Context: an optimization exercise on an open-source flow, tuned for a short achievable clock period and few clock cycles. The choices shown serve that exercise and are no tape-out recipe. Only the layout flow was run in this run; the RTL was not checked for function there. Power figures rest on the tool's default switching activity, not on a simulated workload.

===== flow/run.sh =====
#!/bin/bash
# synth_recipe.tcl (not shown) runs the flow's synth.tcl, then flattens the netlist and writes it again
# the make line also repeats each setting of config.mk as NAME=value (left out here)
make -C /OpenROAD-flow-scripts/flow DESIGN_CONFIG=/design/flow/config.mk WORK_HOME=/design/flow/orfs CLKGATE_MAP_FILE= SYNTH_SCRIPT=/design/flow/synth_recipe.tcl finish

===== flow/constraint.sdc =====
create_clock -name core_clock -period 8.0 [get_ports {clock}]
set_input_delay 1.6000 -clock core_clock [delete_from_list [all_inputs] [get_ports {clock}]]
set_output_delay 1.6000 -clock core_clock [all_outputs]
set_load 0.01 [all_outputs]

===== flow/design.v =====
package isa_pkg;
    typedef logic [32-1:0]     word_t;
    typedef logic [5-1:0]   reg_idx_t;
    typedef logic [17-1:0]    imm_t;
    typedef logic [27-1:0] target_t;
    typedef enum logic [5-1:0] {
        op_alu  = 5'd0,
        op_j    = 5'd1,
        op_bne  = 5'd2,
        op_jal  = 5'd3,
        op_jr   = 5'd4,
        op_addi = 5'd5,
        op_blt  = 5'd6,
        op_sw   = 5'd7,
        op_lw   = 5'd8
    } opcode_e;
    typedef enum logic [5-1:0] {
        alu_add = 5'd0,
        alu_sub = 5'd1,
        alu_and = 5'd2,
        alu_or  = 5'd3,
        alu_sll = 5'd4,
        alu_sra = 5'd5
    } alu_op_e;
    typedef struct packed {
        logic is_alu;      
        logic is_j;
        logic is_bne;
        logic is_jal;
        logic is_jr;
        logic is_addi;
        logic is_blt;
        logic is_sw;
        logic is_lw;
        logic reg_write;   
        reg_idx_t dest;
    } ctrl_t;
endpackage
`timescale 1ns/1ps
module instr_decoder (
    input  isa_pkg::word_t instr,
    output isa_pkg::ctrl_t ctrl
);
    logic [5-1:0]     op;
    logic [5-1:0] aop;
    isa_pkg::reg_idx_t        f_rd;
    assign op   = instr[27 +: 5];
    assign aop  = instr[2 +: 5];
    assign f_rd = instr[22 +: 5];
    always_comb begin
        ctrl         = '0;
        ctrl.is_alu  = (op == isa_pkg::op_alu) && (aop <= isa_pkg::alu_sra);
        ctrl.is_j    = (op == isa_pkg::op_j);
        ctrl.is_bne  = (op == isa_pkg::op_bne);
        ctrl.is_jal  = (op == isa_pkg::op_jal);
        ctrl.is_jr   = (op == isa_pkg::op_jr);
        ctrl.is_addi = (op == isa_pkg::op_addi);
        ctrl.is_blt  = (op == isa_pkg::op_blt);
        ctrl.is_sw   = (op == isa_pkg::op_sw);
        ctrl.is_lw   = (op == isa_pkg::op_lw);
        ctrl.dest    = ctrl.is_jal ? 5'd31 : f_rd;
        ctrl.reg_write = ctrl.is_jal ||
                         ((ctrl.is_alu || ctrl.is_addi || ctrl.is_lw) && (f_rd != '0));
    end
endmodule
`timescale 1ns/1ps
module alu (
    input  isa_pkg::word_t    a,
    input  isa_pkg::word_t    b,
    input  logic [4:0]        op,
    input  isa_pkg::reg_idx_t shamt,
    output isa_pkg::word_t    result
);
    always_comb begin
        case (op)
            isa_pkg::alu_add: result = a + b;
            isa_pkg::alu_sub: result = a - b;
            isa_pkg::alu_and: result = a & b;
            isa_pkg::alu_or:  result = a | b;
            isa_pkg::alu_sll: result = a << shamt;
            default:          result = isa_pkg::word_t'($signed(a) >>> shamt);
        endcase
    end
endmodule
`timescale 1ns/1ps
module reg_file (
    input  logic              clock,
    input  logic              rst,
    input  isa_pkg::reg_idx_t rd_idx_a,
    input  isa_pkg::reg_idx_t rd_idx_b,
    input  isa_pkg::reg_idx_t rd_idx_c,
    input  isa_pkg::reg_idx_t wr_idx,
    input  logic              wr_en,
    input  isa_pkg::word_t    wr_data,
    output isa_pkg::word_t    rd_data_a,
    output isa_pkg::word_t    rd_data_b,
    output isa_pkg::word_t    rd_data_c
);
    isa_pkg::word_t regs [1:32-1];
    always_ff @(posedge clock) begin
        if (rst) begin
            for (int i = 1; i < 32; i++) begin
                regs[i] <= '0;
            end
        end else if (wr_en && wr_idx != '0) begin
            regs[wr_idx] <= wr_data;
        end
    end
    assign rd_data_a = (rd_idx_a == '0) ? '0 : regs[rd_idx_a];
    assign rd_data_b = (rd_idx_b == '0) ? '0 : regs[rd_idx_b];
    assign rd_data_c = (rd_idx_c == '0) ? '0 : regs[rd_idx_c];
endmodule
`timescale 1ns/1ps
module hazard_unit (
    input  isa_pkg::reg_idx_t src,
    input  isa_pkg::word_t    reg_val,
    input  logic              m_write,
    input  isa_pkg::reg_idx_t m_rd,
    input  isa_pkg::word_t    m_val,
    output isa_pkg::word_t    value
);
    assign value = (m_write && (m_rd == src)) ? m_val : reg_val;
endmodule
`timescale 1ns/1ps
module cpu_core (
    input  logic           clock,
    input  logic           rst,
    output isa_pkg::word_t address_imem,
    input  isa_pkg::word_t instr,
    output isa_pkg::word_t address_dmem,
    output isa_pkg::word_t data,
    output logic           wren,
    input  isa_pkg::word_t q_dmem
);
    isa_pkg::word_t    pc;
    isa_pkg::word_t    pc_next;
    logic              m_write;    
    logic              m_load;
    isa_pkg::reg_idx_t m_rd;
    isa_pkg::word_t    m_result;
    isa_pkg::word_t    m_addr;
    isa_pkg::word_t    m_data;
    logic              m_store;
    isa_pkg::ctrl_t    ctrl;
    isa_pkg::reg_idx_t f_rd;
    isa_pkg::reg_idx_t f_rs;
    isa_pkg::reg_idx_t f_rt;
    isa_pkg::reg_idx_t f_shamt;
    logic [4:0]        f_aop;
    isa_pkg::word_t    imm;
    isa_pkg::word_t    target;
    isa_pkg::word_t    rf_rs;
    isa_pkg::word_t    rf_rt;
    isa_pkg::word_t    rf_rd;
    isa_pkg::word_t    m_val;
    isa_pkg::word_t    v_rs;
    isa_pkg::word_t    v_rt;
    isa_pkg::word_t    v_rd;
    isa_pkg::word_t    alu_result;
    isa_pkg::word_t    sum_imm;
    isa_pkg::word_t    pc_inc;
    isa_pkg::word_t    pc_branch;
    isa_pkg::word_t    result;
    logic              taken;
    assign f_rd    = instr[22 +: 5];
    assign f_rs    = instr[17 +: 5];
    assign f_rt    = instr[12 +: 5];
    assign f_shamt = instr[7 +: 5];
    assign f_aop   = instr[2 +: 5];
    assign imm     = {{(32-17){instr[17-1]}}, instr[17-1:0]};
    assign target  = {{(32-27){1'b0}}, instr[27-1:0]};
    assign address_imem = pc;
    instr_decoder dec (
        .instr (instr),
        .ctrl  (ctrl)
    );
    reg_file u_reg_file (
        .clock     (clock),
        .rst       (rst),
        .rd_idx_a  (f_rs),
        .rd_idx_b  (f_rt),
        .rd_idx_c  (f_rd),
        .wr_idx    (m_rd),
        .wr_en     (m_write),
        .wr_data   (m_val),
        .rd_data_a (rf_rs),
        .rd_data_b (rf_rt),
        .rd_data_c (rf_rd)
    );
    assign m_val = m_load ? q_dmem : m_result;
    hazard_unit byp_rs (.src(f_rs), .reg_val(rf_rs), .m_write(m_write), .m_rd(m_rd), .m_val(m_val), .value(v_rs));
    hazard_unit byp_rt (.src(f_rt), .reg_val(rf_rt), .m_write(m_write), .m_rd(m_rd), .m_val(m_val), .value(v_rt));
    hazard_unit byp_rd (.src(f_rd), .reg_val(rf_rd), .m_write(m_write), .m_rd(m_rd), .m_val(m_val), .value(v_rd));
    alu u_alu (
        .a      (v_rs),
        .b      (v_rt),
        .op     (f_aop),
        .shamt  (f_shamt),
        .result (alu_result)
    );
    assign sum_imm = v_rs + imm;
    assign result = ctrl.is_jal  ? pc_inc :
                    ctrl.is_addi ? sum_imm :
                                   alu_result;
    assign taken = (ctrl.is_bne && (v_rd != v_rs)) ||
                   (ctrl.is_blt && ($signed(v_rd) < $signed(v_rs)));
    assign pc_inc    = pc + 32'd1;
    assign pc_branch = pc_inc + imm;
    always_comb begin
        if (ctrl.is_j || ctrl.is_jal) begin
            pc_next = target;
        end else if (ctrl.is_jr) begin
            pc_next = v_rd;
        end else if (taken) begin
            pc_next = pc_branch;
        end else begin
            pc_next = pc_inc;
        end
    end
    always_ff @(posedge clock) begin
        if (rst) begin
            pc <= 32'd0;
        end else begin
            pc <= pc_next;
        end
    end
    always_ff @(posedge clock) begin
        if (rst) begin
            m_write <= 1'b0;
            m_store <= 1'b0;
        end else begin
            m_write <= ctrl.reg_write;
            m_store <= ctrl.is_sw;
        end
        m_load   <= ctrl.is_lw;
        m_rd     <= ctrl.dest;
        m_result <= result;
        m_addr   <= sum_imm;
        m_data   <= v_rd;
    end
    assign address_dmem = m_addr;
    assign data         = m_data;
    assign wren         = m_store;
endmodule

===== flow/config.mk =====
export PLATFORM = sky130hd
export DESIGN_NAME = cpu_core
export DESIGN_NICKNAME = cpu_core
export VERILOG_FILES = /design/flow/design.v
export SDC_FILE = /design/flow/constraint.sdc
export NUM_CORES = 4
export LEC_CHECK = 0
export CAP_MARGIN = 20
export CORE_MARGIN = 2
export CORE_UTILIZATION = 40
export SLEW_MARGIN = 20

==> results_dict.tcl <==
set metrics [dict create \
    postSynthAreaPerCell_um2 11.7 \
    grt_start_max_net_pins 78 \
    overflow 0 \
    outcome "finished clean" \
    cts_tree "built" \
    finalWirelength_um 362000 \
    min_period_ps 7630 \
    clock_latency_ps 820 \
    synth_top_area_share_pct 40.0 \
    report.final.slew_viol_count 0 \
    hold_viol_final 0 \
    synth.most_common_cell "nor2_1" \
    syn_to_final_growth_pct 15.5 \
    cts_buffers 134 \
    path_class "input pin to register" \
    fin_nets 7021 \
    cts_max_level 4 \
    post-cts-setup-buffers 0 \
    drv_cap 0 \
    drive_gt1_share_pct 24.5 \
    fin_skew_ps 47.4 \
    ys.flop_type "edfxtp_1" \
    antenna_left 0 \
    cts.sinks 1160 \
    clkTransAtPathRegs_ps 70 \
    ys_seq_area_share_pct 43.5 \
    drt-initial-drc-count 11100 \
    synthCells 6565 \
    max_clock_freq_mhz 131 \
    ios 163 \
    core.rowCount 161 \
    dpl.hpwl_um 247000 \
    synth_cell_types 107 \
    wl_met2_um 157000 \
    leakage_nw 33.2 \
    setup_viol 0 \
    cp.arrival_ps 8300 \
    dp.cells 9212 \
    wire_per_inst_um 38.2 \
    tightest_slew_ps 1340 \
    rsz0062_at_grt "false" \
    die_w_um 443 \
    viasPerCell 6.93 \
    endpoint_kind "register" \
    clockBufferDepth 3 \
    finalCritPeriodShare_pct 95.4 \
    hold_path.class "register to register" \
    grt_pass1_vias 63200 \
    dieArea_um2 196000 \
    synthArstFlopShare_pct 0 \
    clockRootBuffer "clkbuf_16" \
    met3_length_um 50400 \
    critPathLaunch "instr[12]" \
    synth_commonest_cells "nor2_1 (1,182), edfxtp_1 (1,024), mux4_2 (613), mux2i_1 (488), clkbuf_1 (410)" \
    synth_area_leaders "edfxtp_1 (40%), mux4_2 (18%), mux2i_1 (6.3%)" \
    synth_top_area_cell "edfxtp_1" \
    top_layer "met5" \
    core_area_um2 192000 \
    tns_ps 0 \
    gp_congestion 1.02 \
    vias 65600 \
    crit_fanout 15 \
    worstPathRequired_ps 8670 \
    fin_util_pct 46.3 \
    holdBufCountCts 0 \
    slew_headroom_pct 10.0 \
    worstSetupStartpointType "input pin" \
    syn_area_um2 77000 \
    grt_pass1_wl_um 498000 \
    fp.dieH_um 443 \
    fin_cells 9468 \
    drc 0 \
    p_per_area_nw_per_um2 204 \
    worstHoldStart "m_result[14]" \
    irDropWorstVdd_v 0.000228 \
    yosys_warnings 4 \
    port-buffer-count 162 \
    p_total_mw 18.2 \
    ctsResizeCount 0 \
    start_util_pct 40.1 \
    synth_edf_count 1024 \
    first_pass_iters 7 \
    wl_met1_um 127000 \
    grt_use_total_pct 36.0 \
    antenna_found_initial 25 \
    timing.rr.start "u_reg_file.regs[23][3]" \
    ys_ff_latch 1160 \
]
## flip-flops by register name (all words and copies together), names as in the netlist
name / count
u_reg_file.regs: 1024
m_data: 32
m_rd: 5
m_addr: 32
m_store: 1
m_write: 1
pc: 32
m_load: 1
m_result: 32
## metal layers
layer / vias to the layer above / GRT usage, %
met5: - / 0
met4: 28 / 22.6
met3: 1319 / 12.7
met2: 5534 / 54.0
met1: 32800 / 44.4
li1: 25900 / -
## through the flow
step	setup slack (ps)	instance area (um2)	hold slack, ps
floorplan	960	77100	610
global placement	-218	84500	642
detailed placement	-182	84500	653
CTS	650	88800	675
global route	137	88800	692
finish	372	88900	673
## final timing paths
| kind | end | slack (ps) | cells after the start |
|---|---|---|---|
| worst max-delay path | m_result[31] | 370 | 26 |
| worst min-delay path | u_reg_file.regs[0][14] | 670 | 2 |
| worst max register to register | m_result[31] | 1420 | 23 |
| worst min register to register | u_reg_file.regs[0][14] | 670 | 2 |
## power breakdown
group,internal [mW],switching [mW],total (mW)
logic,1.79,2.98,4.77
clock network,3.55,2.69,6.24
registers,6.91,0.240,7.16
## cell families (layout without fill, tap and decap cells)
kind of cell | after synthesis | count (layout) | synth area share, %
AOI/OAI and AO/OA | 1162 | 1162 | 10.5
xor gates and xnor gates | 150 | 150 | 1.71
adders and majority gates | 161 | 161 | 2.55
DFF | 1160 | 1160 | 43.5
muxes | 1266 | 1266 | 26.8
and+or+nand+nor | 1946 | 1946 | 10.9
buffers and inverters | 719 | 1053 | 4.07
other | 1 | 44 | 0.00487
## cell usage in the layout (no fill, tap or decap), types with 42 or more instances in the layout
cell type        instances
a211oi_1                56
a21oi_1                260
a221oi_1                42
a22oi_1                133
buf_12                  46
buf_4                  492
clkbuf_16              138
clkdlybuf4s50_1        143
dfxtp_1                135
edfxtp_1              1024
ha_1                   129
inv_1                  108
mux2_2                 158
mux2i_1                456
mux4_2                 613
nand2_1                261
nand3_1                100
nand4_1                 58
nor2_1                1177
nor3_1                  83
o21ai_0                177
o22a_1                  60
o22ai_1                 62
xnor2_1                 94
xor2_1                  56
## final cells by class
cell class | count | area (um2)
diodes | 12 | 30.0
clock buffers | 167 | 3590
clock inverters | 76 | 717
fillers | 17300 | 103000
inverters | 112 | 420
multi-input cells | 4717 | 41300
flip-flops and latches | 1160 | 33500
well taps | 2526 | 3160
repair buffers | 698 | 6200
## critical path, stage by stage
cell,delay [ps]
buf_8,240
buf_12,190
buf_12,160
mux4_2,500
a22o_1,240
a221oi_1,880
buf_4,240
a2111oi_0,130
a21oi_2,150
nand3_1,170
or3_1,520
or3_4,460
nor2_1,220
a21oi_1,120
xor2_1,160
ha_1,310
buf_4,160
o21ai_0,110
nand2b_1,90
a31o_2,250
a222oi_1,340
a21oi_1,170
and2_1,190
a32o_1,250
o31ai_1,290
a221oi_2,90

static timing again, ports no longer ideal:
The flow's constraints put no driver on any port. The routed layout listed below was extracted and timed again, unchanged, in two steps. Step 1 assumes that a clkbuf_16 drives the clock port and a buf_2 every other input. Step 2 times the ports against the registers' clock, not the clock port: input delays grow and output delays shrink by t, the midpoint of the rising clock arrivals with the driver on. Slacks: ideal ports / drivers / drivers and shift; pairs: ideal ports / drivers.
t (ns): 0.883
setup slack, ns: 0.372 / 0.404 / -0.479
worst setup path after step 2: input to register
worst slew at a driven data input, ns: 0.17
With both steps, setup timing fails in this run, where it was met with ideal ports. For this run, drivers alone change the setup slack by +0.032 ns; drivers and shift together by -0.851 ns.
